Source: an optimization exercise on an open RTL-to-GDS flow (aim: small area, a short achievable clock period and few clock cycles per item). Production flows keep margins and buffers that such runs may drop.
At most, simulation tests tie the RTL to the original design; equivalence was not proved.
The RTL of run 3 was laid out without a check of its function.
Power and IR drop assume default switching activity.

**design/flow/design.v**
```verilog
package tadd_pkg;
    localparam int TOOLS_DEF     = 2;
    localparam int SHIFT_MAX_DEF = 15;
    localparam int CHANNELS      = 7;
    localparam logic [2:0] CH_LOC_X  = 3'd0;
    localparam logic [2:0] CH_LOC_Y  = 3'd1;
    localparam logic [2:0] CH_TILT_X = 3'd2;
    localparam logic [2:0] CH_TILT_Y = 3'd3;
    localparam logic [2:0] CH_PRESS  = 3'd4;
    localparam logic [2:0] CH_Z      = 3'd5;
    localparam logic [2:0] CH_ROT    = 3'd6;
    localparam logic [2:0] CH_UNUSED = 3'd7;
    localparam logic ACT_DELTA = 1'b0;
    localparam logic ACT_LOAD  = 1'b1;
    localparam logic REG_MAX_X = 1'b0;
    localparam logic REG_MAX_Y = 1'b1;
    localparam logic [6:0]  PRESS_BIG = 7'h40;
    localparam logic [15:0] PRESS_MAX = 16'h03ff;
    localparam logic [15:0] TILT_MAX  = 16'h007f;
    localparam logic [15:0] ROT_MAX   = 16'h0e0e;
    localparam logic [15:0] HOLD_VAL  = 16'h0009;
    localparam logic [3:0]  HOLD_CODE = 4'hf;
    typedef logic signed [2:0] shift_chg_t;
    typedef struct packed {
        logic        action;
        logic        tool;
        logic [2:0]  channel;
        logic [4:0]  raw_code;
        logic [15:0] load_value;
        logic [3:0]  load_shift;
    } item_t;
    typedef struct packed {
        logic [15:0] raw;
        logic [3:0]  shift;
        logic        hold;
    } entry_t;
    typedef struct packed {
        logic [15:0] value;
        logic [3:0]  step_out;
        logic        held;
    } result_t;
endpackage
import tadd_pkg::*;
module tadd_code (
    input  logic [2:0]  channel,
    input  logic [4:0]  code,
    output logic [3:0]  mag,
    output logic        big,
    output logic        neg,
    output logic        hcode,      
    output logic [2:0]  chg         
);
    logic is_loc, is_press, is_rot;
    assign is_loc   = (channel[2:1] == 2'b00);
    assign is_press = (channel[2:1] == 2'b10);
    assign is_rot   = (channel == CH_ROT);
    always_comb
    begin
        if (is_loc)
        begin
            mag = code[3:0];
            neg = code[4];
        end
        else if (is_rot)
        begin
            mag = {2'b00, code[1:0]};
            neg = code[2];
        end
        else
        begin
            mag = {1'b0, code[2:0]};
            neg = code[3];
        end
    end
    assign big   = is_press && (code[2:0] == 3'd7);
    assign hcode = (code[3:0] == HOLD_CODE);
    always_comb
    begin
        if (is_loc)
        begin
            if (mag == 4'd0)
                chg = 3'b110;
            else if (mag <= 4'd7)
                chg = 3'b111;
            else if (mag == 4'd15)
                chg = 3'b010;
            else
                chg = 3'b000;
        end
        else if (is_rot)
        begin
            case (mag[1:0])
                2'd0:    chg = 3'b111;
                2'd2:    chg = 3'b001;
                2'd3:    chg = 3'b010;
                default: chg = 3'b000;
            endcase
        end
        else if (big)
            chg = 3'b000;
        else
        begin
            case (mag[2:0])
                3'd0:    chg = 3'b101;
                3'd1:    chg = 3'b110;
                3'd2:    chg = 3'b111;
                3'd3:    chg = 3'b111;
                3'd6:    chg = 3'b001;
                3'd7:    chg = 3'b010;
                default: chg = 3'b000;
            endcase
        end
    end
endmodule
module tadd_add
#(
    parameter int W = 16
) (
    input  logic [W-1:0] a,
    input  logic [W-1:0] b,
    input  logic         cin,
    output logic [W-1:0] sum,
    output logic         cout
);
    localparam int L = $clog2(W);
    logic [W-1:0] p0, g [L+1], p [L+1];
    always_comb
    begin
        p0   = a ^ b;
        g[0] = a & b;
        p[0] = p0;
        g[0][0] = g[0][0] | (p0[0] & cin);
        p[0][0] = 1'b0;
        for (int l = 0; l < L; l++)
            for (int i = 0; i < W; i++)
            begin
                if ((i >> l) % 2 == 1)
                begin
                    g[l+1][i] = g[l][i] | (p[l][i] & g[l][((i >> l) << l) - 1]);
                    p[l+1][i] = p[l][i] & p[l][((i >> l) << l) - 1];
                end
                else
                begin
                    g[l+1][i] = g[l][i];
                    p[l+1][i] = p[l][i];
                end
            end
        sum  = p0 ^ {g[L][W-2:0], cin};
        cout = g[L][W-1];
    end
endmodule
module tadd_carry
#(
    parameter int W = 16
) (
    input  logic [W-1:0] a,
    input  logic [W-1:0] b,
    input  logic         cin,
    output logic         cout
);
    logic [W-1:0] sum_unused;
    tadd_add #(.W(W)) u_add (.a(a), .b(b), .cin(cin), .sum(sum_unused), .cout(cout));
endmodule
module tadd_update (
    input  logic        action,     
    input  logic [2:0]  channel,
    input  logic [15:0] opnd,       
    input  logic        neg,
    input  logic        ovf,        
    input  logic        hcode,      
    input  logic [3:0]  f,          
    input  logic [2:0]  chg,        
    input  logic [15:0] raw0,
    input  logic        hold0,
    input  logic [15:0] max_x,
    input  logic [15:0] max_y,
    output logic [15:0] raw_n,
    output logic [3:0]  shift_n,
    output logic        hold_n,
    output logic [15:0] value
);
    logic        is_loc, is_tilt, is_press, is_rot;
    logic [5:0]  sh_sum;
    logic [15:0] hi, nh;
    logic [15:0] r;
    logic        rc;
    logic [15:0] cs_s, cs_c;
    logic        tc;
    logic        gt, lo_c, hi_c, hold_d, pin;
    logic [15:0] clamped;
    logic [15:0] avg_nc, avg_hi;
    logic        avg_hi_c;
    logic [15:0] avg;
    assign is_loc   = (channel[2:1] == 2'b00);
    assign is_tilt  = (channel[2:1] == 2'b01);
    assign is_press = (channel[2:1] == 2'b10);
    assign is_rot   = (channel == CH_ROT);
    assign sh_sum = {2'b00, f} + {{3{chg[2]}}, chg};
    always_comb
    begin
        if (sh_sum[5])
            shift_n = 4'd0;
        else if (sh_sum[4])
            shift_n = 4'd15;
        else
            shift_n = sh_sum[3:0];
    end
    always_comb
    begin
        if (is_loc)
            hi = channel[0] ? max_y : max_x;
        else if (is_tilt)
            hi = TILT_MAX;
        else if (is_rot)
            hi = ROT_MAX;
        else
            hi = PRESS_MAX;
    end
    assign nh = ~hi;
    tadd_add #(.W(16)) u_r (.a(raw0), .b(opnd), .cin(neg), .sum(r), .cout(rc));
    assign cs_s = raw0 ^ opnd ^ nh;
    assign cs_c = (raw0 & opnd) | (raw0 & nh) | (opnd & nh);
    tadd_carry #(.W(16)) u_t (.a(cs_s), .b({cs_c[14:0], neg}), .cin(1'b0), .cout(tc));
    assign gt = tc ^ cs_c[15] ^ rc;
    assign lo_c = !is_rot && neg && (ovf || !rc);
    assign hi_c = gt || (!is_rot && !neg && (ovf || rc));
    assign hold_d = is_press ? (hold0 ? neg : hcode) : hold0;
    assign pin    = is_press && hold_d;
    always_comb
    begin
        if (pin)
            clamped = HOLD_VAL;
        else if (lo_c)
            clamped = 16'd0;
        else if (hi_c)
            clamped = hi;
        else
            clamped = r;
    end
    tadd_add #(.W(16)) u_avg_nc (.a(raw0), .b({neg, opnd[15:1]}), .cin(neg && opnd[0]),
                                 .sum(avg_nc), .cout());
    tadd_add #(.W(16)) u_avg_hi (.a(raw0), .b(hi), .cin(1'b0), .sum(avg_hi), .cout(avg_hi_c));
    always_comb
    begin
        if (lo_c)
            avg = {1'b0, raw0[15:1]};
        else if (hi_c)
            avg = {avg_hi_c, avg_hi[15:1]};
        else
            avg = avg_nc;
    end
    always_comb
    begin
        if (action == ACT_LOAD)
        begin
            raw_n  = opnd;
            hold_n = hold0;
            value  = opnd;
        end
        else
        begin
            raw_n  = clamped;
            hold_n = hold_d;
            value  = is_loc ? avg : clamped;
        end
    end
endmodule
import tadd_pkg::*;
module tablet_adaptive_delta_decoder_unit
#(
    parameter int TOOLS     = TOOLS_DEF,
    parameter int SHIFT_MAX = SHIFT_MAX_DEF
) (
    input  logic        clk,
    input  logic        rst_n,
    input  logic        din_valid,
    output logic        din_ready,
    input  logic        din_action,
    input  logic        din_tool,
    input  logic [2:0]  din_channel,
    input  logic [4:0]  din_raw_code,
    input  logic [15:0] din_load_value,
    input  logic [3:0]  din_load_shift,
    output logic        dout_valid,
    input  logic        dout_ready,
    output logic [15:0] dout_value,
    output logic [3:0]  dout_step_out,
    output logic        dout_held,
    input  logic        psel,
    input  logic        penable,
    input  logic        pwrite,
    input  logic [2:0]  paddr,
    input  logic [31:0] pwdata,
    output logic [31:0] prdata,
    output logic        pready
);
    logic [15:0] max_x_reg, max_y_reg;
    logic        cfg_wr;
    assign pready = 1'b1;
    assign cfg_wr = psel && penable && pwrite;
    assign prdata = {16'd0, (paddr[2] == REG_MAX_Y) ? max_y_reg : max_x_reg};
    always_ff @(posedge clk or negedge rst_n)
    begin
        if (!rst_n)
        begin
            max_x_reg <= 16'hffff;
            max_y_reg <= 16'hffff;
        end
        else if (cfg_wr)
        begin
            if (paddr[2] == REG_MAX_X)
                max_x_reg <= pwdata[15:0];
            else
                max_y_reg <= pwdata[15:0];
        end
    end
    logic s1_valid_reg, out_valid_reg;
    logic out_free, s1_adv;
    assign out_free  = !out_valid_reg || dout_ready;
    assign s1_adv    = s1_valid_reg && out_free;
    assign din_ready = !s1_valid_reg || out_free;
    always_ff @(posedge clk or negedge rst_n)
    begin
        if (!rst_n)
        begin
            s1_valid_reg  <= 1'b0;
            out_valid_reg <= 1'b0;
        end
        else
        begin
            if (din_ready)
                s1_valid_reg <= din_valid;
            if (out_free)
                out_valid_reg <= s1_valid_reg;
        end
    end
    localparam int DEPTH = 14;
    logic [15:0] raw_mem   [DEPTH];
    logic [3:0]  shift_mem [DEPTH];
    logic [DEPTH-1:0] hold_mem;
    logic [DEPTH-1:0] vld_reg;
    function automatic logic [DEPTH-1:0] entry_sel(input logic tool, input logic [2:0] ch);
        for (int e = 0; e < DEPTH; e++)
            entry_sel[e] = (tool == (e >= 7)) && (ch == 3'(e % 7));
    endfunction
    logic        s1_action_reg, s1_tool_reg;
    logic [2:0]  s1_channel_reg;
    logic [15:0] s1_opnd_reg;       
    logic        s1_neg_reg, s1_ovf_reg, s1_hcode_reg;
    logic [3:0]  s1_f_reg;          
    logic [2:0]  s1_chg_reg;        
    logic [DEPTH-1:0] s1_rsel_reg;  
    logic [DEPTH-1:0] in_sel, s1_sel, we;
    logic        in_unused, in_load, s1_same;
    logic [3:0]  in_sh0, shift_n;
    logic [3:0]  in_mag;
    logic        in_big, in_neg, in_hcode, in_ovf;
    logic [2:0]  in_chg;
    logic [6:0]  in_base;
    logic [21:0] in_delta;
    assign in_sel    = entry_sel(din_tool, din_channel);
    assign in_unused = (din_channel == CH_UNUSED);
    assign in_load   = (din_action == ACT_LOAD) || in_unused;
    assign s1_sel    = entry_sel(s1_tool_reg, s1_channel_reg);
    assign s1_same   = s1_valid_reg && |(s1_sel & in_sel);
    assign we        = s1_adv ? s1_sel : '0;
    always_comb
    begin
        in_sh0 = 4'd0;
        for (int e = 0; e < DEPTH; e++)
            if (in_sel[e] && vld_reg[e])
                in_sh0 = in_sh0 | shift_mem[e];
        if (s1_same)
            in_sh0 = shift_n;
    end
    tadd_code u_code (
        .channel (din_channel),
        .code    (din_raw_code),
        .mag     (in_mag),
        .big     (in_big),
        .neg     (in_neg),
        .hcode   (in_hcode),
        .chg     (in_chg)
    );
    assign in_base  = in_big ? PRESS_BIG : {3'b000, in_mag};
    assign in_delta = 22'(in_base) << in_sh0;
    assign in_ovf   = |in_delta[21:16] && (din_channel != CH_ROT);
    always_ff @(posedge clk)
    begin
        if (din_ready)
        begin
            s1_action_reg  <= in_load;
            s1_tool_reg    <= din_tool;
            s1_channel_reg <= din_channel;
            s1_rsel_reg    <= in_sel & (vld_reg | we);
            s1_neg_reg     <= in_neg;
            s1_ovf_reg     <= in_ovf;
            s1_hcode_reg   <= in_hcode;
            if (in_unused)
            begin
                s1_opnd_reg <= 16'd0;
                s1_f_reg    <= 4'd0;
                s1_chg_reg  <= 3'd0;
            end
            else if (din_action == ACT_LOAD)
            begin
                s1_opnd_reg <= din_load_value;
                s1_f_reg    <= din_load_shift;
                s1_chg_reg  <= 3'd0;
            end
            else
            begin
                s1_opnd_reg <= in_delta[15:0] ^ {16{in_neg}};
                s1_f_reg    <= in_sh0;
                s1_chg_reg  <= in_chg;
            end
        end
    end
    logic [15:0] raw0, raw_n, value;
    logic        hold0, hold_n;
    always_comb
    begin
        raw0  = 16'd0;
        hold0 = 1'b0;
        for (int e = 0; e < DEPTH; e++)
            if (s1_rsel_reg[e])
            begin
                raw0 = raw0 | raw_mem[e];
                if (e % 7 == 4 || e % 7 == 5)
                    hold0 = hold0 | hold_mem[e];
            end
    end
    tadd_update u_update (
        .action     (s1_action_reg),
        .channel    (s1_channel_reg),
        .opnd       (s1_opnd_reg),
        .neg        (s1_neg_reg),
        .ovf        (s1_ovf_reg),
        .hcode      (s1_hcode_reg),
        .f          (s1_f_reg),
        .chg        (s1_chg_reg),
        .raw0       (raw0),
        .hold0      (hold0),
        .max_x      (max_x_reg),
        .max_y      (max_y_reg),
        .raw_n      (raw_n),
        .shift_n    (shift_n),
        .hold_n     (hold_n),
        .value      (value)
    );
    always_ff @(posedge clk)
    begin
        for (int e = 0; e < DEPTH; e++)
            if (we[e])
            begin
                raw_mem[e]   <= raw_n;
                shift_mem[e] <= shift_n;
                if (e % 7 == 4 || e % 7 == 5)
                    hold_mem[e] <= hold_n;
            end
    end
    always_ff @(posedge clk or negedge rst_n)
    begin
        if (!rst_n)
            vld_reg <= '0;
        else
            vld_reg <= vld_reg | we;
    end
    tadd_pkg::result_t out_reg;
    always_ff @(posedge clk)
    begin
        if (s1_adv)
            out_reg <= {value, shift_n, hold_n};
    end
    assign dout_valid    = out_valid_reg;
    assign dout_value    = out_reg.value;
    assign dout_step_out = out_reg.step_out;
    assign dout_held     = out_reg.held;
endmodule
```
**design/flow/flow/run.sh**
```bash
#!/bin/bash
# The standard layout, with synthesis leaving adders to abc instead of
# mapping them to the half and full adder cells first, the port buffers
# made of plain buf_2 cells, and timing repair aimed at a setup slack of
# 5.5 ns (the clock period and constraints are unchanged).
export ADDER_MAP_FILE=
export BUFFER_PORTS_ARGS="-buffer_cell sky130_fd_sc_hd__buf_2"
export SETUP_SLACK_MARGIN=5.5
bash standard.sh > standard.log 2>&1
```
**design/flow/standard.sh**
```bash
#!/bin/bash
# synth_recipe.tcl (not shown) runs the flow's synth.tcl, then flattens the netlist and writes it again
# the make line also repeats each setting of config.mk as NAME=value (left out here)
make -C /OpenROAD-flow-scripts/flow DESIGN_CONFIG=/design/flow/config.mk WORK_HOME=/design/flow/orfs CLKGATE_MAP_FILE= SYNTH_SCRIPT=/design/flow/synth_recipe.tcl "${@:-finish}"
```
**design/flow/config.mk**
```make
export PLATFORM = sky130hd
export DESIGN_NAME = tablet_adaptive_delta_decoder_unit
export DESIGN_NICKNAME = tablet_adaptive_delta_decoder_unit
export VERILOG_FILES = /design/flow/design.v
export SDC_FILE = /design/flow/constraint.sdc
export NUM_CORES = 4
export LEC_CHECK = 0
export ABC_AREA = 1
export ABC_CLOCK_PERIOD_IN_PS = 4000
export CAP_MARGIN = 20
export CORE_MARGIN = 2
export CORE_UTILIZATION = 40
export CTS_BUF_LIST = sky130_fd_sc_hd__clkbuf_8
export CTS_CLUSTER_DIAMETER = 60
export CTS_CLUSTER_SIZE = 16
export SLEW_MARGIN = 20
```
**design/flow/constraint.sdc**
```tcl
create_clock -name core_clock -period 10.0 [get_ports {clk}]
set_input_delay 2.0000 -clock core_clock [delete_from_list [all_inputs] [get_ports {clk}]]
set_output_delay 2.0000 -clock core_clock [all_outputs]
set_load 0.01 [all_outputs]
```
==> results.toml, run 1 <==
[outcome]
status = "no timing/DRC/antenna violations"

[global_routing]
grt_pass1_vias = 16000
gr-total-overflow = 0
grt_max_degree = 49
grt_first_pass_wirelength_um = 93100
antenna_found_initial = 0
track_usage = 0.229

[floorplanning]
coreArea_um2 = 51500
rows = 83
start_util = 0.407
die_x_um = 233
die_area_um2 = 54200
num_io_pins = 128
dieHeight_um = 233

[routing]
firstDrtPassIters = 6
wire_per_inst_um = 19.1
drtIter0Drc = 1504
wl_um = 62400
drc = 0
num_vias = 17100
via_per_inst = 5.23
ant_nets = 0

[clock_network]
ctsHtreeMaxLevel = 2
ctsHoldBuffers = 0
cts_tree = "built"
clock-sinks = 398
cts_root_buffer = "clkbuf_8"
numCtsBuffers = 38
clk_transition_reported_paths_ps = 90
clkLatencyLatePin_ps = 630
clk_path_buf_depth = 3

[synth]
seq_area_frac_synth = 0.561
synth_area_per_cell_um2 = 8.69
synth_edf_count = 350
synthesis.instances = 2409
synth_area_um2 = 20900
synth-async-reset-ratio = 0.121
synth-warning-count = 8
yosys.area.top_type = "edfxtp_1"
ys.flop_type = "edfxtp_1"
synth.distinct_cells = 57
synth_top_area_frac = 0.502
ys_ff_latch = 398
synth.area.top_cells = "edfxtp_1, nand2_1, inv_1"

[final_layout]
fillers = 4986
largest_reg_flops = 224
syn_to_final_growth_pct = 13.3
drive_above_1_share = 0.165
layout.nets = 2637
final_area_um2 = 23700
num_antenna_cells = 0

[pwr]
swShare = 0.360
p_clk_frac = 0.237
power.density_nw_per_um2 = 188
cell_internal_pwr_mw = 2.85
seqPwrFrac = 0.471
switchingPower_mw = 1.60
pwr-share-comb = 0.292
peakVddDrop_uv = 129
p_leak_nw = 10.3

[timing]
final-hold-violation-count = 0
timing.hold.ws_ps = 479
maxSlewViolCount = 0
tightest_slew_ps = 1010
setup-tns-final_ps = 0
fin_crit_ps = 4550
rsz0062_at_grt = "yes"
timing.fmax_ghz = 0.220
fin_crit_sh = 0.455
finalSetupViolCount = 0
fin_skew_ps = 31.8
slew_headroom = 0.329

[worst_setup_path]
start_kind = "input pin"
worstPathMaxFanout = 5
cp.required_ps = 8000
end_kind = "primary output"
cp.arrival_ps = 2550
critical_path_class = "in -> out"

[run]
cap_violations = 0

[place]
dp_hpwl_um = 41900
gp_congestion = 0.932
placed_area_um2 = 22000
io_buffers = 92

[min_path]
hp-class = "reg -> reg"
==> final timing paths <==
| path | start | end | slack, ps | cells after the start |
|---|---|---|---|---|
| setup / recovery | paddr[2] | prdata[2] | 5450 | 4 |
| hold / removal | vld_reg[11] | vld_reg[11] | 480 | 2 |
| setup reg to reg | s1_rsel_reg[4] | out_reg[6] | 5670 | 20 |
| max in group asynchronous | rst_n | vld_reg[13] | 8060 | 2 |
| min in group asynchronous | rst_n | vld_reg[2] | 1470 | 2 |
| hold reg to reg | vld_reg[11] | vld_reg[11] | 480 | 2 |
==> power by group through the flow <==
stage | clock, mW | combinational [mW] | sequential (mW)
detailed placement | 0 | 1.17 | 2.17
CTS | 1.08 | 1.24 | 2.10
finish | 1.06 | 1.30 | 2.10
global route | 1.13 | 1.45 | 2.11
floorplan | 0 | 0.873 | 2.10
global placement | 0 | 1.15 | 2.16
==> routing by layer <==
metal  global-route usage  wire length [µm]
met4               0.0816              2150
met2                0.361             27900
met5                    0                 0
met3               0.0369              4500
met1                0.320             27900
==> stage by stage <==
stage	util	std cells	worst slack [ps]	power (mW)
floorplan	-	2424	5280	2.98
global placement	0.427	3129	4390	3.31
detailed placement	0.427	3129	4330	3.33
CTS	0.452	3240	5440	4.42
global route	0.461	3269	5420	4.69
finish	0.461	3269	5450	4.46
==> cell families (layout without fill, tap and decap cells) <==
| group | count (synthesis) | in the layout | share of synthesized area |
|---|---|---|---|
| buffers and inverters | 376 | 538 | 0.0801 |
| and+or+nand+nor | 1333 | 1336 | 0.269 |
| DFF | 398 | 398 | 0.561 |
| xor gates and xnor gates | 37 | 37 | 0.0155 |
| other | 2 | 17 | 0.000359 |
| AOI/OAI and AO/OA | 263 | 263 | 0.0739 |
==> cell type report <==
cell class,count,area [µm²],area share
clock buffers,38,523,0.0220
clock inverters,26,255,0.0108
inverters,289,1110,0.0469
multi-input cells,1653,7900,0.333
flip-flops and latches,398,11800,0.495
well taps,680,851,0.0359
repair buffers,185,1330,0.0561
==> repair_timing <==
action | CTS | global route
pin swaps | 4 | 5
cloned | 2 | 3
setup buffers | 45 | 26
resized for setup | 30 | 60
endpoints found under the setup margin | 266 | 267
==> cells in the final DEF (no fill, tap or decap), drive strengths merged, types with 5 or more instances in the layout <==
| master | Yosys | layout |
|---|---|---|
| a21boi | 5 | 5 |
| inv | 286 | 297 |
| dfstp | 32 | 32 |
| o21bai | 10 | 10 |
| nand3 | 209 | 210 |
| nand2 | 867 | 867 |
| dfrtp | 16 | 16 |
| o211ai | 24 | 24 |
| nor4 | 6 | 6 |
| edfxtp | 350 | 350 |
| nor2 | 167 | 169 |
| a22oi | 5 | 5 |
| buf | 63 | 181 |
| conb | 2 | 17 |
| nor3 | 26 | 26 |
| xnor2 | 10 | 10 |
| nand3b | 6 | 6 |
| o21ai | 130 | 130 |
| nand4 | 47 | 47 |
| clkinv | 3 | 13 |
| xor2 | 27 | 27 |
| clkbuf | 24 | 42 |
| a21oi | 60 | 60 |
==> synthesized netlist by cell type (4+ instances only) <==
library cell    n
nand2_1       850
edfxtp_1      350
inv_1         269
nand3_1       195
nor2_1        161
o21ai_0       113
a21oi_1        55
nand4_1        47
dfstp_2        32
xor2_1         27
nor3_1         26
clkbuf_1       24
o211ai_1       24
buf_2          21
buf_6          21
buf_4          19
dfrtp_1        16
inv_2          14
o21ai_1        14
nand2_2        13
nand3_2        13
o21bai_1       10
xnor2_1        10
nand3b_1        6
nor4_1          6
a21oi_2         5
a22oi_1         5
nor2_2          5
a221oi_1        4
a22o_1          4
a31oi_1         4
==> critical path: stages <==
cell,delay (ps)
buf_16,100
clkinvlp_4,140
o21ai_2,160
buf_2,150
Testbench counts, summed over its fixed seeds: cycles 24,016, items 24,000.
==> run 2, diff against run 1 <==
--- a/design/flow/config.mk
+++ b/design/flow/config.mk
@@ -10,7 +10,8 @@
 export CAP_MARGIN = 20
 export CORE_MARGIN = 2
 export CORE_UTILIZATION = 40
-export CTS_BUF_LIST = sky130_fd_sc_hd__clkbuf_8
-export CTS_CLUSTER_DIAMETER = 60
-export CTS_CLUSTER_SIZE = 16
+export CTS_BUF_LIST = sky130_fd_sc_hd__clkbuf_4
+export CTS_CLUSTER_DIAMETER = 40
+export CTS_CLUSTER_SIZE = 8
 export SLEW_MARGIN = 20
+export TNS_END_PERCENT = 10
==> run 2 against run 1 <==
  * Still clean on timing, DRC and antenna
  * Final cell count increased by 0.46%
  * Design area decreased by 1.5%
  * Via count increased by 0.20%
  * Synthesized area unchanged
  * Worst hold slack got worse by 2.7 ps
  * Non-clock buffer count decreased by 32
  * Critical path type unchanged
  * Critical endpoint is now prdata[0]
  * Largest cell class unchanged
==> results.toml, run 2 <==
[clock_network]
ctsHtreeMaxLevel = 3
numCtsBuffers = 68
cts_tree = "built"
clk_transition_reported_paths_ps = 90
clkLatencyLatePin_ps = 800
clk_path_buf_depth = 3
clock-sinks = 398
cts_root_buffer = "clkbuf_4"

[place]
dp_hpwl_um = 41600
io_buffers = 92
gp_congestion = 0.922

[routing]
firstDrtPassIters = 6
ant_nets = 0
via_per_inst = 5.22
num_vias = 17100
wl_um = 61700
drc = 0
wire_per_inst_um = 18.8
drtIter0Drc = 1604

[floorplanning]
dieHeight_um = 233
start_util = 0.407
die_area_um2 = 54200
die_x_um = 233
rows = 83
num_io_pins = 128
coreArea_um2 = 51500

[worst_setup_path]
cp.arrival_ps = 2570
critical_path_class = "in -> out"
start_kind = "input pin"
end_kind = "primary output"
reg2reg_to = "raw_mem[9][12]"
ff2ff_path_depth = 23
worstPathMaxFanout = 30
rrSetupSlack_ps = 5590
worstReg2RegStart = "s1_rsel_reg[4]"
cp.required_ps = 8000

[global_routing]
grt_max_degree = 49
track_usage = 0.228
antenna_found_initial = 2
gr-total-overflow = 0
grt_pass1_vias = 16200
grt_first_pass_wirelength_um = 93100

[synth]
synthesis.instances = 2409
synth_area_per_cell_um2 = 8.69
synth_top_area_frac = 0.502
ys_ff_latch = 398
synth_area_um2 = 20900
synth-warning-count = 8
ys.flop_type = "edfxtp_1"
yosys.area.top_type = "edfxtp_1"
seq_area_frac_synth = 0.561
synth.distinct_cells = 57
synthTopCellsByCount = "nand2_1, edfxtp_1, inv_1"
synth_edf_count = 350
synth.area.top_cells = "edfxtp_1, nand2_1, inv_1"
yosysMostFrequentCell = "nand2_1"
synth-async-reset-ratio = 0.121

[final_layout]
drive_above_1_share = 0.151
syn_to_final_growth_pct = 11.6
largest_reg_flops = 224
fin_util = 0.454
layout.cells.most_common = "nand2_1"
layout_common_cells = "nand2_1, edfxtp_1, inv_1"
layout.nets = 2634

[min_path]
hp-class = "reg -> reg"
hold_path_end = "vld_reg[5]"
hp-start = "vld_reg[5]"
hold_depth = 2

[timing]
fin_skew_ps = 48.1
fin_crit_ps = 4570
slew_headroom = 0.290
timing.fmax_ghz = 0.219
setup-tns-final_ps = 0
finalSetupViolCount = 0
rsz0062_at_grt = "yes"
maxSlewViolCount = 0
tightest_slew_ps = 1060
fin_crit_sh = 0.457
final-hold-violation-count = 0

[pwr]
power.density_nw_per_um2 = 193
peakVddDrop_uv = 120
p_leak_nw = 10.2

[outcome]
status = "no timing/DRC/antenna violations"

[run]
cap_violations = 0
-- run 2: cells by family (layout without fill, tap and decap cells) --
kind of cell / count (synthesis) / after routing / share of synthesized area
flip-flops: 398 / 398 / 0.561
AO/OA/AOI/OAI: 263 / 263 / 0.0739
XOR/XNOR: 37 / 37 / 0.0155
other: 2 / 20 / 0.000359
AND/OR/NAND/NOR: 1333 / 1334 / 0.269
buffers and inverters: 376 / 552 / 0.0801
-- run 2: cell type report --
type	instances	area, µm²
Fill cell	5036	28100
Sequential cell	398	11800
Multi-Input combinational cell	1651	7700
Inverter	289	1100
Timing Repair Buffer	153	1040
Tap cell	680	851
Clock buffer	85	638
Clock inverter	24	280
Antenna cell	3	7.51
Timing Repair inverter	1	5.00
-- run 2: metrics by stage --
| step | power [mW] | setup slack [ps] | hold WS [ps] | cells | cell area (µm²) |
|---|---|---|---|---|---|
| 2_1_floorplan | 2.97 | 5280 | 435 | 2424 | 21000 |
| 4_1_cts | 4.51 | 5400 | 479 | 3265 | 23200 |
| 3_3_place_gp | 3.30 | 4340 | 448 | 3133 | 22000 |
| 6_report | 4.51 | 5430 | 476 | 3284 | 23400 |
| 3_5_place_dp | 3.32 | 4310 | 457 | 3133 | 22000 |
| 5_1_grt | 4.77 | 5310 | 497 | 3284 | 23400 |
-- run 2: power by group --
group	leakage, nW	total, mW	internal (mW)	switching (mW)
registers	3.76	2.10	2.02	0.0742
clock network	0.530	1.17	0.561	0.607
logic	5.94	1.25	0.367	0.882
total	10.2	4.51	2.95	1.56
-- run 2: how the worst max path moves through the flow --
stage | slack (ps) | cells past startpoint | from | to
detailed placement | 4310 | 17 | din_channel[0] | s1_opnd_reg[5]
finish | 5430 | 3 | paddr[2] | prdata[0]
global placement | 4340 | 17 | din_channel[0] | s1_opnd_reg[4]
floorplan | 5280 | 2 | dout_ready | din_ready
global route | 5310 | 18 | s1_rsel_reg[4] | raw_mem[9][7]
CTS | 5400 | 3 | paddr[2] | prdata[6]
-- run 2: timing repair --
item	in CTS	in global routing
endpoints found under the setup margin	266	254
pin swaps	1	3
gates cloned	1	1
resized for setup	9	21
hold buffers	0	0
buffers inserted	22	15
-- run 2: critical path: stages --
cell and delay, ps:
buf_12 140, o21ai_0 240, buf_2 190
-- run 2: per-layer routing --
layer / global-route usage / vias up / wire length [µm]
li1: - / 8289 / -
met3: 0.0425 / 102 / 4590
met1: 0.316 / 8089 / 27300
met5: 0 / - / 0
met2: 0.362 / 668 / 28100
met4: 0.0754 / 0 / 1810
==> run 3, diff against run 2 <==
--- a/design/flow/design.v
+++ b/design/flow/design.v
@@ -172,8 +172,8 @@
     input  logic [2:0]  chg,        
     input  logic [15:0] raw0,
     input  logic        hold0,
-    input  logic [15:0] max_x,
-    input  logic [15:0] max_y,
+    input  logic [15:0] max_x_n,    
+    input  logic [15:0] max_y_n,
     output logic [15:0] raw_n,
     output logic [3:0]  shift_n,
     output logic        hold_n,
@@ -208,15 +208,15 @@
     always_comb
     begin
         if (is_loc)
-            hi = channel[0] ? max_y : max_x;
+            nh = channel[0] ? max_y_n : max_x_n;
         else if (is_tilt)
-            hi = TILT_MAX;
+            nh = ~TILT_MAX;
         else if (is_rot)
-            hi = ROT_MAX;
+            nh = ~ROT_MAX;
         else
-            hi = PRESS_MAX;
+            nh = ~PRESS_MAX;
     end
-    assign nh = ~hi;
+    assign hi = ~nh;
     tadd_add #(.W(16)) u_r (.a(raw0), .b(opnd), .cin(neg), .sum(r), .cout(rc));
     assign cs_s = raw0 ^ opnd ^ nh;
     assign cs_c = (raw0 & opnd) | (raw0 & nh) | (opnd & nh);
@@ -294,24 +294,24 @@
     output logic [31:0] prdata,
     output logic        pready
 );
-    logic [15:0] max_x_reg, max_y_reg;
+    logic [15:0] max_x_n_reg, max_y_n_reg;
     logic        cfg_wr;
     assign pready = 1'b1;
     assign cfg_wr = psel && penable && pwrite;
-    assign prdata = {16'd0, (paddr[2] == REG_MAX_Y) ? max_y_reg : max_x_reg};
+    assign prdata = {16'd0, ~((paddr[2] == REG_MAX_Y) ? max_y_n_reg : max_x_n_reg)};
     always_ff @(posedge clk or negedge rst_n)
     begin
         if (!rst_n)
         begin
-            max_x_reg <= 16'hffff;
-            max_y_reg <= 16'hffff;
+            max_x_n_reg <= 16'h0000;
+            max_y_n_reg <= 16'h0000;
         end
         else if (cfg_wr)
         begin
             if (paddr[2] == REG_MAX_X)
-                max_x_reg <= pwdata[15:0];
+                max_x_n_reg <= ~pwdata[15:0];
             else
-                max_y_reg <= pwdata[15:0];
+                max_y_n_reg <= ~pwdata[15:0];
         end
     end
     logic s1_valid_reg, out_valid_reg;
@@ -441,8 +441,8 @@
         .chg        (s1_chg_reg),
         .raw0       (raw0),
         .hold0      (hold0),
-        .max_x      (max_x_reg),
-        .max_y      (max_y_reg),
+        .max_x_n    (max_x_n_reg),
+        .max_y_n    (max_y_n_reg),
         .raw_n      (raw_n),
         .shift_n    (shift_n),
         .hold_n     (hold_n),
--- a/design/flow/config.mk
+++ b/design/flow/config.mk
@@ -10,8 +10,8 @@
 export CAP_MARGIN = 20
 export CORE_MARGIN = 2
 export CORE_UTILIZATION = 40
-export CTS_BUF_LIST = sky130_fd_sc_hd__clkbuf_4
-export CTS_CLUSTER_DIAMETER = 40
-export CTS_CLUSTER_SIZE = 8
+export CTS_BUF_LIST = sky130_fd_sc_hd__clkbuf_8
+export CTS_CLUSTER_DIAMETER = 60
+export CTS_CLUSTER_SIZE = 16
 export SLEW_MARGIN = 20
 export TNS_END_PERCENT = 10
==> run 3 against run 2 <==
  * Still clean on timing, DRC and antenna
  * Sequential share of layout area is 1.4 points lower
  * Routed wire length is 0.44% higher
  * Fmax is 0.66% higher
  * Non-clock buffer count is 25 higher
  * Synthesized cell count is 0.79% lower
  * Sequential power hardly changed
  * Sequential cell count stayed put
  * Global-route usage is 0.16 points lower
  * First-iteration DRC count is 11% lower
  * Worst setup slack better by 30 ps
==> results.toml, run 3 <==
[timing]
slew_headroom = 0.293
fin_crit_sh = 0.454
final-hold-violation-count = 0
timing.fmax_ghz = 0.220
finalSetupViolCount = 0
fin_skew_ps = 32.1
maxSlewViolCount = 0
fin_crit_ps = 4540
fin_ws_ps = 5460
rsz0062_at_grt = "yes"
tightest_slew_ps = 1060
setup-tns-final_ps = 0

[final_layout]
drive_above_1_share = 0.164
regArea_um2 = 11700
layout.nets = 2608
layout_common_cells = "nand2_1, edfxtp_1, inv_1"
syn_to_final_growth_pct = 12.9
multi_input_area_um2 = 8230
instances_no_fill = 3245
layout.cells.most_common = "nand2_1"
fillers = 5041
largest_reg_flops = 224
num_antenna_cells = 0

[min_path]
hp-class = "reg -> reg"

[global_routing]
grt_max_degree = 49
track_usage = 0.227
grt_first_pass_wirelength_um = 92900
grt_pass1_vias = 15800
antenna_found_initial = 0
gr-total-overflow = 0

[synth]
yosysMostFrequentCell = "nand2_1"
synth_top_area_frac = 0.496
ys_ff_latch = 398
synthTopCellsByCount = "nand2_1, edfxtp_1, inv_1"
synth.distinct_cells = 60
synth-async-reset-ratio = 0.121
synth_edf_count = 350
ys.flop_type = "edfxtp_1"
synth_area_per_cell_um2 = 8.87
synth_area_um2 = 21200
seq_area_frac_synth = 0.553
synth.area.top_cells = "edfxtp_1, nand2_1, dfrtp_1"
yosys.area.top_type = "edfxtp_1"
synth-warning-count = 8
synthesis.instances = 2390

[worst_setup_path]
crit_slowest_cell = "mux2i_4"
start_kind = "input pin"
worstPathMaxFanout = 13
slowest_delay_ps = 240
cp.required_ps = 8000
critical_path_class = "in -> out"
path_cells = "buf_16 -> mux2i_4 -> buf_2"
cp.arrival_ps = 2540
end_kind = "primary output"

[pwr]
power.density_nw_per_um2 = 189
total_power_mw = 4.54
peakVddDrop_uv = 120
p_leak_nw = 10.3

[clock_network]
cts_tree = "built"
clk_path_buf_depth = 3
clkLatencyLatePin_ps = 630
ctsHoldBuffers = 0
numCtsBuffers = 36
clk_transition_reported_paths_ps = 100
clock-sinks = 398
ctsHtreeMaxLevel = 2
cts_root_buffer = "clkbuf_8"

[place]
dp_hpwl_um = 41400
io_buffers = 92
gp_congestion = 0.922
place_inst = 3116
pre_cts_ws_ps = 4570

[routing]
via_per_inst = 5.22
firstDrtPassIters = 6
num_vias = 17000
drc = 0
wl_um = 62000
wire_per_inst_um = 19.1
drtIter0Drc = 1427
ant_nets = 0

[floorplanning]
num_io_pins = 128
dieHeight_um = 234
die_area_um2 = 54800
die_x_um = 234
start_util = 0.404
rows = 84
coreArea_um2 = 52400

[outcome]
status = "no timing/DRC/antenna violations"

[run]
cap_violations = 0
-- run 3: cell count changes after synthesis, sizes merged, moves of 4 or more --
cell / previous run / this run
xnor2: 10 / 15
inv: 286 / 258
nand4: 47 / 51
nor3: 26 / 20
o21ai: 130 / 114
xor2: 27 / 31
dfrtp: 16 / 48
a21boi: 5 / 9
dfstp: 32 / 0
nor2: 167 / 175
mux2i: 0 / 9
-- run 3: logic make-up (layout without fill, tap and decap cells) --
kind of cell / after synthesis / after routing / synth area share
flops: 398 / 398 / 0.553
simple gates: 1344 / 1346 / 0.280
compound gates: 244 / 244 / 0.0670
xor+xnor: 46 / 46 / 0.0190
mux: 9 / 9 / 0.00425
buf+inv: 347 / 497 / 0.0766
other cells: 2 / 17 / 0.000354
-- run 3: what timing repair did --
item                       in CTS  in global routing
pin swaps                       2                  6
cloned                          3                  0
setup endpoints to repair     268                264
gates resized for setup        28                 52
setup buffers                  48                 19
-- run 3: power by group --
group / switching, mW / internal, mW
combinational: 0.944 / 0.436
clock: 0.593 / 0.475
sequential: 0.0777 / 2.01
-- run 3: per-layer routing --
layer  up-vias  wire length [µm]  global-route usage
met5         -                 0                   0
met4         0              2090              0.0795
met3       104              4480              0.0432
met2       568             28000               0.357
met1      8082             27400               0.314
li1       8197                 -                   -
-- run 3: final timing paths --
check | from | to | slack, ps | cells past startpoint
setup / recovery | paddr[2] | prdata[6] | 5460 | 3
hold / removal | vld_reg[12] | vld_reg[12] | 480 | 2
setup reg to reg | s1_rsel_reg[0] | raw_mem[12][14] | 5850 | 23
hold reg to reg | vld_reg[12] | vld_reg[12] | 480 | 2
max in group asynchronous | rst_n | max_x_n_reg[2] | 8030 | 2
min in group asynchronous | rst_n | vld_reg[2] | 1480 | 2
-- run 3: area by class of cell --
cell class                      instances  area share
Clock buffer                           38      0.0219
Clock inverter                         21      0.0110
Inverter                              260      0.0420
Multi-Input combinational cell       1662       0.344
Sequential cell                       398       0.489
Tap cell                              688      0.0360
Timing Repair Buffer                  178      0.0560
-- run 3: worst max-delay path, delay by kind of cell --
family   cells  cell delay, ps
buf+inv      2             290
mux          1             240
-- run 3: through the flow --
step	area, µm²	utilization	hold WS, ps
floorplan	21300	-	435
global placement	22200	0.423	447
detailed placement	22200	0.423	454
CTS	23600	0.450	478
global route	23900	0.456	516
finish	23900	0.456	485
==> run 4, diff against run 3 <==
--- a/design/flow/design.v
+++ b/design/flow/design.v
@@ -172,8 +172,8 @@
     input  logic [2:0]  chg,        
     input  logic [15:0] raw0,
     input  logic        hold0,
-    input  logic [15:0] max_x_n,    
-    input  logic [15:0] max_y_n,
+    input  logic [15:0] max_x,
+    input  logic [15:0] max_y,
     output logic [15:0] raw_n,
     output logic [3:0]  shift_n,
     output logic        hold_n,
@@ -208,15 +208,15 @@
     always_comb
     begin
         if (is_loc)
-            nh = channel[0] ? max_y_n : max_x_n;
+            hi = channel[0] ? max_y : max_x;
         else if (is_tilt)
-            nh = ~TILT_MAX;
+            hi = TILT_MAX;
         else if (is_rot)
-            nh = ~ROT_MAX;
+            hi = ROT_MAX;
         else
-            nh = ~PRESS_MAX;
+            hi = PRESS_MAX;
     end
-    assign hi = ~nh;
+    assign nh = ~hi;
     tadd_add #(.W(16)) u_r (.a(raw0), .b(opnd), .cin(neg), .sum(r), .cout(rc));
     assign cs_s = raw0 ^ opnd ^ nh;
     assign cs_c = (raw0 & opnd) | (raw0 & nh) | (opnd & nh);
@@ -294,40 +294,45 @@
     output logic [31:0] prdata,
     output logic        pready
 );
-    logic [15:0] max_x_n_reg, max_y_n_reg;
+    logic [15:0] max_x_reg, max_y_reg;
     logic        cfg_wr;
     assign pready = 1'b1;
     assign cfg_wr = psel && penable && pwrite;
-    assign prdata = {16'd0, ~((paddr[2] == REG_MAX_Y) ? max_y_n_reg : max_x_n_reg)};
+    assign prdata = {16'd0, (paddr[2] == REG_MAX_Y) ? max_y_reg : max_x_reg};
     always_ff @(posedge clk or negedge rst_n)
     begin
         if (!rst_n)
         begin
-            max_x_n_reg <= 16'h0000;
-            max_y_n_reg <= 16'h0000;
+            max_x_reg <= 16'hffff;
+            max_y_reg <= 16'hffff;
         end
         else if (cfg_wr)
         begin
             if (paddr[2] == REG_MAX_X)
-                max_x_n_reg <= ~pwdata[15:0];
+                max_x_reg <= pwdata[15:0];
             else
-                max_y_n_reg <= ~pwdata[15:0];
+                max_y_reg <= pwdata[15:0];
         end
     end
-    logic s1_valid_reg, out_valid_reg;
-    logic out_free, s1_adv;
+    logic s1_valid_reg, out_valid_reg, clr1_reg, clr2_reg;
+    logic out_free, s1_adv, in_ready;
     assign out_free  = !out_valid_reg || dout_ready;
     assign s1_adv    = s1_valid_reg && out_free;
-    assign din_ready = !s1_valid_reg || out_free;
+    assign in_ready  = !s1_valid_reg || out_free;
+    assign din_ready = in_ready && !clr1_reg && !clr2_reg;
     always_ff @(posedge clk or negedge rst_n)
     begin
         if (!rst_n)
         begin
             s1_valid_reg  <= 1'b0;
             out_valid_reg <= 1'b0;
+            clr1_reg      <= 1'b1;
+            clr2_reg      <= 1'b1;
         end
         else
         begin
+            clr1_reg <= 1'b0;
+            clr2_reg <= clr1_reg;
             if (din_ready)
                 s1_valid_reg <= din_valid;
             if (out_free)
@@ -338,20 +343,19 @@
     logic [15:0] raw_mem   [DEPTH];
     logic [3:0]  shift_mem [DEPTH];
     logic [DEPTH-1:0] hold_mem;
-    logic [DEPTH-1:0] vld_reg;
     function automatic logic [DEPTH-1:0] entry_sel(input logic tool, input logic [2:0] ch);
         for (int e = 0; e < DEPTH; e++)
             entry_sel[e] = (tool == (e >= 7)) && (ch == 3'(e % 7));
     endfunction
-    logic        s1_action_reg, s1_tool_reg;
+    logic        s1_action_reg;
     logic [2:0]  s1_channel_reg;
     logic [15:0] s1_opnd_reg;       
     logic        s1_neg_reg, s1_ovf_reg, s1_hcode_reg;
     logic [3:0]  s1_f_reg;          
     logic [2:0]  s1_chg_reg;        
-    logic [DEPTH-1:0] s1_rsel_reg;  
-    logic [DEPTH-1:0] in_sel, s1_sel, we;
-    logic        in_unused, in_load, s1_same;
+    logic [DEPTH-1:0] s1_sel_reg;   
+    logic [DEPTH-1:0] in_sel, we;
+    logic        in_unused, in_zero, in_load, s1_same;
     logic [3:0]  in_sh0, shift_n;
     logic [3:0]  in_mag;
     logic        in_big, in_neg, in_hcode, in_ovf;
@@ -360,15 +364,15 @@
     logic [21:0] in_delta;
     assign in_sel    = entry_sel(din_tool, din_channel);
     assign in_unused = (din_channel == CH_UNUSED);
-    assign in_load   = (din_action == ACT_LOAD) || in_unused;
-    assign s1_sel    = entry_sel(s1_tool_reg, s1_channel_reg);
-    assign s1_same   = s1_valid_reg && |(s1_sel & in_sel);
-    assign we        = s1_adv ? s1_sel : '0;
+    assign in_zero   = in_unused || clr1_reg;
+    assign in_load   = (din_action == ACT_LOAD) || in_zero;
+    assign s1_same   = s1_valid_reg && |(s1_sel_reg & in_sel);
+    assign we        = clr2_reg ? '1 : s1_adv ? s1_sel_reg : '0;
     always_comb
     begin
         in_sh0 = 4'd0;
         for (int e = 0; e < DEPTH; e++)
-            if (in_sel[e] && vld_reg[e])
+            if (in_sel[e])
                 in_sh0 = in_sh0 | shift_mem[e];
         if (s1_same)
             in_sh0 = shift_n;
@@ -387,16 +391,15 @@
     assign in_ovf   = |in_delta[21:16] && (din_channel != CH_ROT);
     always_ff @(posedge clk)
     begin
-        if (din_ready)
+        if (in_ready)
         begin
             s1_action_reg  <= in_load;
-            s1_tool_reg    <= din_tool;
             s1_channel_reg <= din_channel;
-            s1_rsel_reg    <= in_sel & (vld_reg | we);
+            s1_sel_reg     <= clr1_reg ? '0 : in_sel;
             s1_neg_reg     <= in_neg;
             s1_ovf_reg     <= in_ovf;
             s1_hcode_reg   <= in_hcode;
-            if (in_unused)
+            if (in_zero)
             begin
                 s1_opnd_reg <= 16'd0;
                 s1_f_reg    <= 4'd0;
@@ -423,7 +426,7 @@
         raw0  = 16'd0;
         hold0 = 1'b0;
         for (int e = 0; e < DEPTH; e++)
-            if (s1_rsel_reg[e])
+            if (s1_sel_reg[e])
             begin
                 raw0 = raw0 | raw_mem[e];
                 if (e % 7 == 4 || e % 7 == 5)
@@ -441,8 +444,8 @@
         .chg        (s1_chg_reg),
         .raw0       (raw0),
         .hold0      (hold0),
-        .max_x_n    (max_x_n_reg),
-        .max_y_n    (max_y_n_reg),
+        .max_x      (max_x_reg),
+        .max_y      (max_y_reg),
         .raw_n      (raw_n),
         .shift_n    (shift_n),
         .hold_n     (hold_n),
@@ -459,13 +462,6 @@
                     hold_mem[e] <= hold_n;
             end
     end
-    always_ff @(posedge clk or negedge rst_n)
-    begin
-        if (!rst_n)
-            vld_reg <= '0;
-        else
-            vld_reg <= vld_reg | we;
-    end
     tadd_pkg::result_t out_reg;
     always_ff @(posedge clk)
     begin
==> run 4 against run 3 <==
  * Synthesized cell count fell by 3.3%
  * Critical path type unchanged
  * Worst setup slack got worse by 60 ps
  * Non-clock buffer count fell by 14
  * Still clean on timing, DRC and antenna
  * Clock power fell by 11%
  * Sequential cell count fell by 13
  * Fmax fell by 1.3%
  * Sequential power rose by 14%
  * Routed wire length fell by 4.5%
  * Global-route usage fell by 0.34 points
  * Design area fell by 4.8%
==> results.toml, run 4 <==
[routing]
wl_um = 59200
ant_nets = 0
via_per_inst = 5.19
num_vias = 16300
wire_per_inst_um = 18.9
drc = 0
drtIter0Drc = 1466
firstDrtPassIters = 6

[floorplanning]
coreArea_um2 = 50200
num_io_pins = 128
dieHeight_um = 229
die_area_um2 = 52600
start_util = 0.405
rows = 82
die_x_um = 229

[final_layout]
final_area_um2 = 22800
layout_common_cells = "nand2_1, edfxtp_1, inv_1"
layout.cells.most_common = "nand2_1"
instances_no_fill = 3141
drive_above_1_share = 0.155
largest_reg_flops = 224
layout.nets = 2517
fillers = 4822
multi_input_area_um2 = 7700
syn_to_final_growth_pct = 12.1
regArea_um2 = 11400
fin_util = 0.454

[synth]
seq_area_frac_synth = 0.562
synth.distinct_cells = 55
synthTopCellsByCount = "nand2_1, edfxtp_1, inv_1"
synth_area_per_cell_um2 = 8.79
synth_adder_area_share = 0
synth_top_area_frac = 0.516
synthXorXnorAreaFrac = 0.0194
yosysMostFrequentCell = "nand2_1"
ys_ff_latch = 385
synth_compound_area_frac = 0.0687
synth-async-reset-ratio = 0.0935
synth_edf_count = 349
synth_area_um2 = 20300
synth_top_family_by_area = "simple AND/OR/NAND/NOR gates"
yosys.area.top_type = "edfxtp_1"
yosys.area_share.simple = 0.272
synth.area.mux_share = 0
synth.area.top_cells = "edfxtp_1, nand2_1, dfstp_2"
ys.flop_type = "edfxtp_1"
synthesis.instances = 2312
synth-warning-count = 8

[worst_setup_path]
crit_slowest_cell = "o21ai_0"
end_kind = "primary output"
crit_path_start = "paddr[2]"
start_kind = "input pin"
ff2ff_path_depth = 20
worstReg2RegStart = "s1_sel_reg[9]"
reg2reg_to = "raw_mem[6][7]"
critical_path_class = "in -> out"
slowest_delay_ps = 270
cp.required_ps = 8000
cp-endpoint = "prdata[5]"
worstPathMaxFanout = 14
path_cells = "buf_16 -> o21ai_0 -> buf_2"
cp.arrival_ps = 2600
rrSetupSlack_ps = 5610

[clock_network]
clkLatencyLatePin_ps = 650
cts_root_buffer = "clkbuf_8"
clk_transition_reported_paths_ps = 100
cts_tree = "built"
numCtsBuffers = 35
ctsHtreeMaxLevel = 2
clock-sinks = 385
clk_path_buf_depth = 3
ctsHoldBuffers = 0

[pwr]
peakVddDrop_uv = 151
p_leak_nw = 10.2
power.density_nw_per_um2 = 244
total_power_mw = 5.56

[outcome]
status = "no timing/DRC/antenna violations"

[timing]
tightest_slew_ps = 1120
slew_headroom = 0.250
maxSlewViolCount = 0
finalSetupViolCount = 0
rsz0062_at_grt = "yes"
fin_crit_sh = 0.460
final-hold-violation-count = 0
timing.fmax_ghz = 0.217
setup-tns-final_ps = 0
fin_crit_ps = 4600
fin_skew_ps = 44.9

[global_routing]
antenna_found_initial = 1
grt_first_pass_wirelength_um = 89600
gr-total-overflow = 0
grt_pass1_vias = 15300
track_usage = 0.223
grt_max_degree = 37

[place]
placed_area_um2 = 21300
place_inst = 3017
io_buffers = 92
dp_hpwl_um = 39200
gp_congestion = 0.944

[run]
cap_violations = 0

[min_path]
hp-class = "reg -> reg"
## run 4: layout make-up
type | instances | share of cell area
inverter | 251 | 0.0432
clock buffer | 35 | 0.0211
timing repair buffer | 164 | 0.0496
antenna | 1 | 0.000110
timing repair inverter | 1 | 0.000330
clock inverter | 25 | 0.00912
tap | 672 | 0.0369
multi-input combinational | 1607 | 0.338
sequential | 385 | 0.501
## run 4: logic make-up after synthesis
family          after synthesis
other cells                   2
simple gates               1300
flops                       385
buf+inv                     338
xor+xnor                     45
compound gates              242
## run 4: through the flow
stage          worst slack, ps  hold slack [ps]
6_report                  5400              496
2_1_floorplan             5350              385
5_1_grt                   5340              511
3_3_place_gp              4450              476
3_5_place_dp              4420              480
4_1_cts                   5410              498
## run 4: repair_timing
item	in CTS	in global routing
gates cloned	3	1
endpoints found under the setup margin	271	270
resized for setup	19	52
buffers inserted	48	11
pin swaps	3	4
## run 4: critical path, delay by kind of cell
family	cells	cell delay [ps]
buffers and inverters	2	330
AO/OA/AOI/OAI	1	270
## run 4: how the worst min path moves through the flow
stage / start / to / slack (ps) / depth (start not counted)
2_1_floorplan: clr1_reg / clr2_reg / 390 / 0
3_5_place_dp: clr1_reg / clr2_reg / 480 / 0
5_1_grt: max_x_reg[6] / max_x_reg[6] / 510 / 2
3_3_place_gp: clr1_reg / clr2_reg / 480 / 0
6_report: clr1_reg / clr2_reg / 500 / 0
4_1_cts: max_x_reg[6] / max_x_reg[6] / 500 / 2
## run 4: layer usage
metal | vias to the layer above | GRT usage | routed length (µm)
li1 | 7898 | - | -
met1 | 7742 | 0.318 | 26800
met2 | 582 | 0.356 | 26900
met3 | 88 | 0.0301 | 3940
met4 | 0 | 0.0649 | 1600
met5 | - | 0 | 0
## run 4: power by group
| group | switching [mW] | leakage, nW | total, mW | internal (mW) |
|---|---|---|---|---|
| Sequential | 0.143 | 3.98 | 2.38 | 2.24 |
| Clock | 0.579 | 0.381 | 0.957 | 0.378 |
| Combinational | 1.55 | 5.80 | 2.21 | 0.664 |
| Total | 2.27 | 10.2 | 5.56 | 3.28 |
Testbench counts of run 4, summed over its fixed seeds: cycles 24,016, items 24,000.
==> run 5, diff against run 4 <==
--- a/design/flow/config.mk
+++ b/design/flow/config.mk
@@ -7,11 +7,12 @@
 export LEC_CHECK = 0
 export ABC_AREA = 1
 export ABC_CLOCK_PERIOD_IN_PS = 4000
-export CAP_MARGIN = 20
+export CAP_MARGIN = 5
 export CORE_MARGIN = 2
 export CORE_UTILIZATION = 40
 export CTS_BUF_LIST = sky130_fd_sc_hd__clkbuf_8
 export CTS_CLUSTER_DIAMETER = 60
 export CTS_CLUSTER_SIZE = 16
-export SLEW_MARGIN = 20
+export PLACE_DENSITY = 0.75
+export SLEW_MARGIN = 5
 export TNS_END_PERCENT = 10
==> run 5 against run 4 <==
  * Final cell count fell by 0.19%
  * Clock skew fell by 3.1 ps
  * Register-to-register slack improved by 70 ps
  * Worst hold slack improved by 5.0 ps
  * Routed wire length fell by 3.9%
  * Clock-buffer cell count fell by 1
  * Sequential power barely moved
  * Via count rose by 3.4%
==> results.toml, run 5 <==
[outcome]
status = "no timing/DRC/antenna violations"

[clock_network]
ctsHtreeMaxLevel = 2
cts_root_buffer = "clkbuf_8"
clock-sinks = 385
clk_path_buf_depth = 3
clk_transition_reported_paths_ps = 100
cts_tree = "built"
numCtsBuffers = 34
clkLatencyLatePin_ps = 630

[timing]
timing.fmax_ghz = 0.216
setup-tns-final_ps = 0
timing.hold.ws_ps = 501
finalSetupViolCount = 0
slew_headroom = 0.228
fin_crit_sh = 0.464
final-hold-violation-count = 0
fin_crit_ps = 4640
fin_ws_ps = 5360
fin_skew_ps = 41.8
tightest_slew_ps = 1150
maxSlewViolCount = 0
rsz0062_at_grt = "yes"

[worst_setup_path]
worstReg2RegStart = "s1_sel_reg[5]"
start_kind = "input pin"
rrSetupSlack_ps = 5680
worstPathMaxFanout = 14
cp.required_ps = 8000
ff2ff_path_depth = 24
reg2reg_to = "raw_mem[2][4]"
cp.arrival_ps = 2640
end_kind = "primary output"
critical_path_class = "in -> out"

[global_routing]
grt_pass1_vias = 16100
antenna_found_initial = 1
gr-total-overflow = 0
track_usage = 0.213
grt_first_pass_wirelength_um = 87600
grt_max_degree = 37

[place]
io_buffers = 92
gp_congestion = 0.900
pre_cts_ws_ps = 4480
dp_hpwl_um = 38900
placed_area_um2 = 21300

[routing]
firstDrtPassIters = 6
via_per_inst = 5.38
ant_nets = 0
num_vias = 16900
wl_um = 56900
wire_per_inst_um = 18.2
drc = 0
drtIter0Drc = 1688

[synth]
synthesis.instances = 2312
seq_area_frac_synth = 0.562
synth.area.top_cells = "edfxtp_1, nand2_1, dfstp_2"
yosys.area.top_type = "edfxtp_1"
synth-warning-count = 8
synthTopCellsByCount = "nand2_1, edfxtp_1, inv_1"
synth_edf_count = 349
ys_ff_latch = 385
synth_area_um2 = 20300
synth_area_per_cell_um2 = 8.79
synth_top_area_frac = 0.516
yosysMostFrequentCell = "nand2_1"
synth-async-reset-ratio = 0.0935
synth.distinct_cells = 55
ys.flop_type = "edfxtp_1"

[floorplanning]
coreArea_um2 = 50200
rows = 82
dieHeight_um = 229
die_area_um2 = 52600
num_io_pins = 128
die_x_um = 229
start_util = 0.405

[final_layout]
drive_above_1_share = 0.150
fillers = 4654
syn_to_final_growth_pct = 11.5
final_area_um2 = 22700
largest_reg_flops = 224
layout.nets = 2514
num_antenna_cells = 0
layout.cells.most_common = "nand2_1"
layout_common_cells = "nand2_1, edfxtp_1, inv_1"

[run]
cap_violations = 0

[min_path]
hold_path_end = "max_x_reg[5]"
hp-start = "max_x_reg[5]"
hp-class = "reg -> reg"
hold_depth = 2

[pwr]
peakVddDrop_uv = 148
power.density_nw_per_um2 = 245
p_leak_nw = 10.1
==> run 5: changes by cell type in the layout (fill, tap and decap cells not counted), moves of 3 or more <==
cell,change
o21ai_4,-5
o21ai_0,+10
clkinv_4,-3
nor2_1,+3
o21ai_2,+4
o21ai_1,-9
nand3_1,+3
nand3_2,-3
nand2_2,+3
buf_2,+3
==> run 5: where the power goes <==
group / total (mW) / switching, mW / internal [mW]
sequential: 2.39 / 0.150 / 2.24
combinational: 2.19 / 1.53 / 0.658
clock: 0.967 / 0.555 / 0.412
total: 5.55 / 2.24 / 3.31
==> run 5: worst max-delay path, stage by stage <==
cell and delay (ps):
bufbuf_16 260, o21ai_0 210, buf_2 170
==> run 5: cell type report <==
class	count	area (µm²)	share of cell area
Clock buffer	34	468	0.0207
Inverter	251	976	0.0431
Tap cell	672	841	0.0371
Clock inverter	23	228	0.0101
Timing Repair Buffer	163	1110	0.0489
Multi-Input combinational cell	1607	7610	0.336
Sequential cell	385	11400	0.504
==> run 5: kinds of logic (layout without fill, tap and decap cells) <==
group,Yosys count,in the layout,synth area share
compound gates,242,242,0.0687
flops,385,385,0.562
buf+inv,338,471,0.0779
simple gates,1300,1302,0.272
xor+xnor,45,45,0.0194
other cells,2,18,0.000369
==> run 5: layer usage <==
layer / share of wire / vias up / GRT usage
li1: - / 7880 / -
met1: 0.40 / 8023 / 0.284
met2: 0.46 / 818 / 0.348
met3: 0.10 / 136 / 0.0367
met4: 0.035 / 2 / 0.0822
met5: 0.00026 / - / 0
==> run 5: stage by stage <==
| step | instances | util | total power [mW] |
|---|---|---|---|
| finish | 3135 | 0.452 | 5.55 |
| global placement | 3025 | 0.425 | 4.44 |
| CTS | 3116 | 0.447 | 5.50 |
| floorplan | 2328 | - | 3.95 |
| detailed placement | 3025 | 0.425 | 4.50 |
| global route | 3135 | 0.452 | 5.90 |
==> run 5: how the worst max path moves through the flow <==
stage	start	end	slack (ps)
after floorplan	dout_ready	din_ready	5350
after global routing	din_tool	s1_opnd_reg[13]	5250
final	paddr[2]	prdata[11]	5360
after detailed placement	din_channel[1]	s1_opnd_reg[11]	4480
after CTS	dout_ready	din_ready	5390
after global placement	din_channel[1]	s1_opnd_reg[11]	4550
==> run 5: repair_timing <==
item / in CTS / in global routing
resized for setup: 15 / 28
cloned: 3 / 0
setup buffers: 31 / 19
endpoints found under the setup margin: 242 / 274
pin swaps: 2 / 3
hold buffers: 0 / 0
==> run 6, diff against run 5 <==
--- a/design/flow/config.mk
+++ b/design/flow/config.mk
@@ -7,12 +7,12 @@
 export LEC_CHECK = 0
 export ABC_AREA = 1
 export ABC_CLOCK_PERIOD_IN_PS = 4000
-export CAP_MARGIN = 5
+export CAP_MARGIN = 20
 export CORE_MARGIN = 2
 export CORE_UTILIZATION = 40
 export CTS_BUF_LIST = sky130_fd_sc_hd__clkbuf_8
 export CTS_CLUSTER_DIAMETER = 60
 export CTS_CLUSTER_SIZE = 16
 export PLACE_DENSITY = 0.75
-export SLEW_MARGIN = 5
+export SLEW_MARGIN = 20
 export TNS_END_PERCENT = 10
==> run 6 against run 5 <==
  * Global-route usage did not move
  * Sequential power about the same
  * Die area stayed put
  * Routed wire length unchanged
  * Register-to-register slack hardly changed
  * Critical path depth did not move
  * Synthesized cell count unchanged
  * Sequential cell count unchanged
  * Clock-buffer cell count did not move
  * Fmax is the same
  * Worst setup slack stayed put
==> results.toml, run 6 <==
[place]
pre_cts_ws_ps = 4480
dp_hpwl_um = 38900
place_inst = 3025
gp_congestion = 0.900
io_buffers = 92

[synth]
synth_edf_count = 349
synth_top_area_frac = 0.516
synth.distinct_cells = 55
yosys.area.top_type = "edfxtp_1"
synth_area_per_cell_um2 = 8.79
ys.flop_type = "edfxtp_1"
synthTopCellsByCount = "nand2_1, edfxtp_1, inv_1"
yosysMostFrequentCell = "nand2_1"
synth_area_um2 = 20300
synth-warning-count = 8
synth-async-reset-ratio = 0.0935
synthesis.instances = 2312
ys_ff_latch = 385
seq_area_frac_synth = 0.562
synth.area.top_cells = "edfxtp_1, nand2_1, dfstp_2"

[floorplanning]
coreArea_um2 = 50200
rows = 82
num_io_pins = 128
start_util = 0.405
die_area_um2 = 52600
dieHeight_um = 229
die_x_um = 229

[worst_setup_path]
start_kind = "input pin"
critical_path_class = "in -> out"
end_kind = "primary output"
cp.arrival_ps = 2640
cp.required_ps = 8000
ff2ff_path_depth = 24
reg2reg_to = "raw_mem[2][4]"
worstReg2RegStart = "s1_sel_reg[5]"
worstPathMaxFanout = 14
rrSetupSlack_ps = 5680

[min_path]
hp-class = "reg -> reg"
hold_path_end = "max_x_reg[5]"
hp-start = "max_x_reg[5]"
hold_depth = 2

[routing]
drtIter0Drc = 1688
wl_um = 56900
via_per_inst = 5.38
wire_per_inst_um = 18.2
ant_nets = 0
firstDrtPassIters = 6
num_vias = 16900
drc = 0

[global_routing]
grt_max_degree = 37
gr-total-overflow = 0
antenna_found_initial = 1
track_usage = 0.213
grt_first_pass_wirelength_um = 87600
grt_pass1_vias = 16100

[final_layout]
instances_no_fill = 3135
syn_to_final_growth_pct = 11.5
fillers = 4654
largest_reg_flops = 224
num_antenna_cells = 0
layout.cells.most_common = "nand2_1"
layout_common_cells = "nand2_1, edfxtp_1, inv_1"
fin_util = 0.452
drive_above_1_share = 0.150
layout.nets = 2514

[outcome]
status = "no timing/DRC/antenna violations"

[timing]
fin_crit_ps = 4640
finalSetupViolCount = 0
fin_skew_ps = 41.8
final-hold-violation-count = 0
maxSlewViolCount = 0
fin_ws_ps = 5360
rsz0062_at_grt = "yes"
fin_crit_sh = 0.464
timing.fmax_ghz = 0.216
tightest_slew_ps = 1150
slew_headroom = 0.228
setup-tns-final_ps = 0

[clock_network]
clock-sinks = 385
clk_transition_reported_paths_ps = 100
numCtsBuffers = 34
clkLatencyLatePin_ps = 630
cts_tree = "built"
cts_root_buffer = "clkbuf_8"
clk_path_buf_depth = 3
ctsHtreeMaxLevel = 2

[pwr]
p_leak_nw = 10.1
total_power_mw = 5.55
power.density_nw_per_um2 = 245
peakVddDrop_uv = 148

[run]
cap_violations = 0
## run 6: cell counts in the layout (fill, tap and decap cells not counted)
Identical to the previous run, type by type.
## run 6: how the worst max path moves through the flow
stage / from / endpoint / slack [ps] / depth (start not counted)
floorplan: dout_ready / din_ready / 5350 / 4
global placement: din_channel[1] / s1_opnd_reg[11] / 4550 / 20
detailed placement: din_channel[1] / s1_opnd_reg[11] / 4480 / 20
CTS: dout_ready / din_ready / 5390 / 6
global route: din_tool / s1_opnd_reg[13] / 5250 / 20
finish: paddr[2] / prdata[11] / 5360 / 3
## run 6: worst max-delay path: stages
cell,delay (ps)
bufbuf_16,260
o21ai_0,210
buf_2,170
## run 6: cell type report
class / count / area (µm²) / share of cell area
clock buffer: 34 / 468 / 0.0207
clock inverter: 23 / 228 / 0.0101
inverter: 251 / 976 / 0.0431
multi-input combinational: 1607 / 7610 / 0.336
sequential: 385 / 11400 / 0.504
tap: 672 / 841 / 0.0371
timing repair buffer: 163 / 1110 / 0.0489
## run 6: timing repair
item / 4_1_cts / 5_1_grt
cloned: 3 / 0
gates resized for setup: 15 / 28
buffers inserted: 31 / 19
pin swaps: 2 / 3
endpoints found under the setup margin: 242 / 274
hold buffers: 0 / 0
## run 6: metrics by stage
| step | hold slack (ps) | cell area (µm²) |
|---|---|---|
| 6_report | 501 | 22700 |
| 5_1_grt | 517 | 22700 |
| 4_1_cts | 498 | 22400 |
| 3_5_place_dp | 485 | 21300 |
| 3_3_place_gp | 478 | 21300 |
| 2_1_floorplan | 385 | 20400 |
## run 6: cell families after synthesis
| logic type | after synthesis | synth area share |
|---|---|---|
| simple gates | 1300 | 0.272 |
| flops | 385 | 0.562 |
| buf+inv | 338 | 0.0779 |
| compound gates | 242 | 0.0687 |
| xor+xnor | 45 | 0.0194 |
| other cells | 2 | 0.000369 |
## run 6: metal layers
metal,GRT usage,routed length (µm)
met1,0.284,22900
met2,0.348,26300
met3,0.0367,5710
met4,0.0822,2000
met5,0,15
## run 6: where the power goes
part           switching (mW)  total, mW  internal, mW
Sequential              0.150       2.39          2.24
Combinational            1.53       2.19         0.658
Clock                   0.555      0.967         0.412
Total                    2.24       5.55          3.31

[re-timing with driven ports]
The flow's constraints put no driver on any port. The routed layouts listed below were extracted and timed again, unchanged, in two steps. Step 1, drivers: a clkbuf_16 drives clk and a buf_2 each remaining input, both assumed. Step 2 also shifts input and output timing later by t, the mid clock arrival at the registers, as if the neighbouring blocks saw the same clock. a / b / c = ideal ports / drivers / drivers and shift; a / b = the first two.
| run | t, ns | slack for setup (ns) | worst hold slack (ns) | worst setup path at the end |
|---|---|---|---|---|
| run 1 | 0.668 | 5.453 / 5.249 / 5.008 | 0.479 / 0.479 / 0.479 | input to register |
| run 2 | 0.833 | 5.429 / 5.377 / 4.942 | 0.476 / 0.476 / 0.476 | input to register |
| run 3 | 0.667 | 5.458 / 5.271 / 4.993 | 0.485 / 0.485 / 0.485 | input to register |
| run 4 | 0.679 | 5.399 / 5.310 / 5.001 | 0.496 / 0.496 / 0.496 | input to register |
| run 5 | 0.657 | 5.363 / 5.291 / 4.809 | 0.501 / 0.501 / 0.501 | input to register |
| run 6 | 0.657 | 5.363 / 5.291 / 4.809 | 0.501 / 0.501 / 0.501 | input to register |
After both steps every run listed still meets setup and hold.
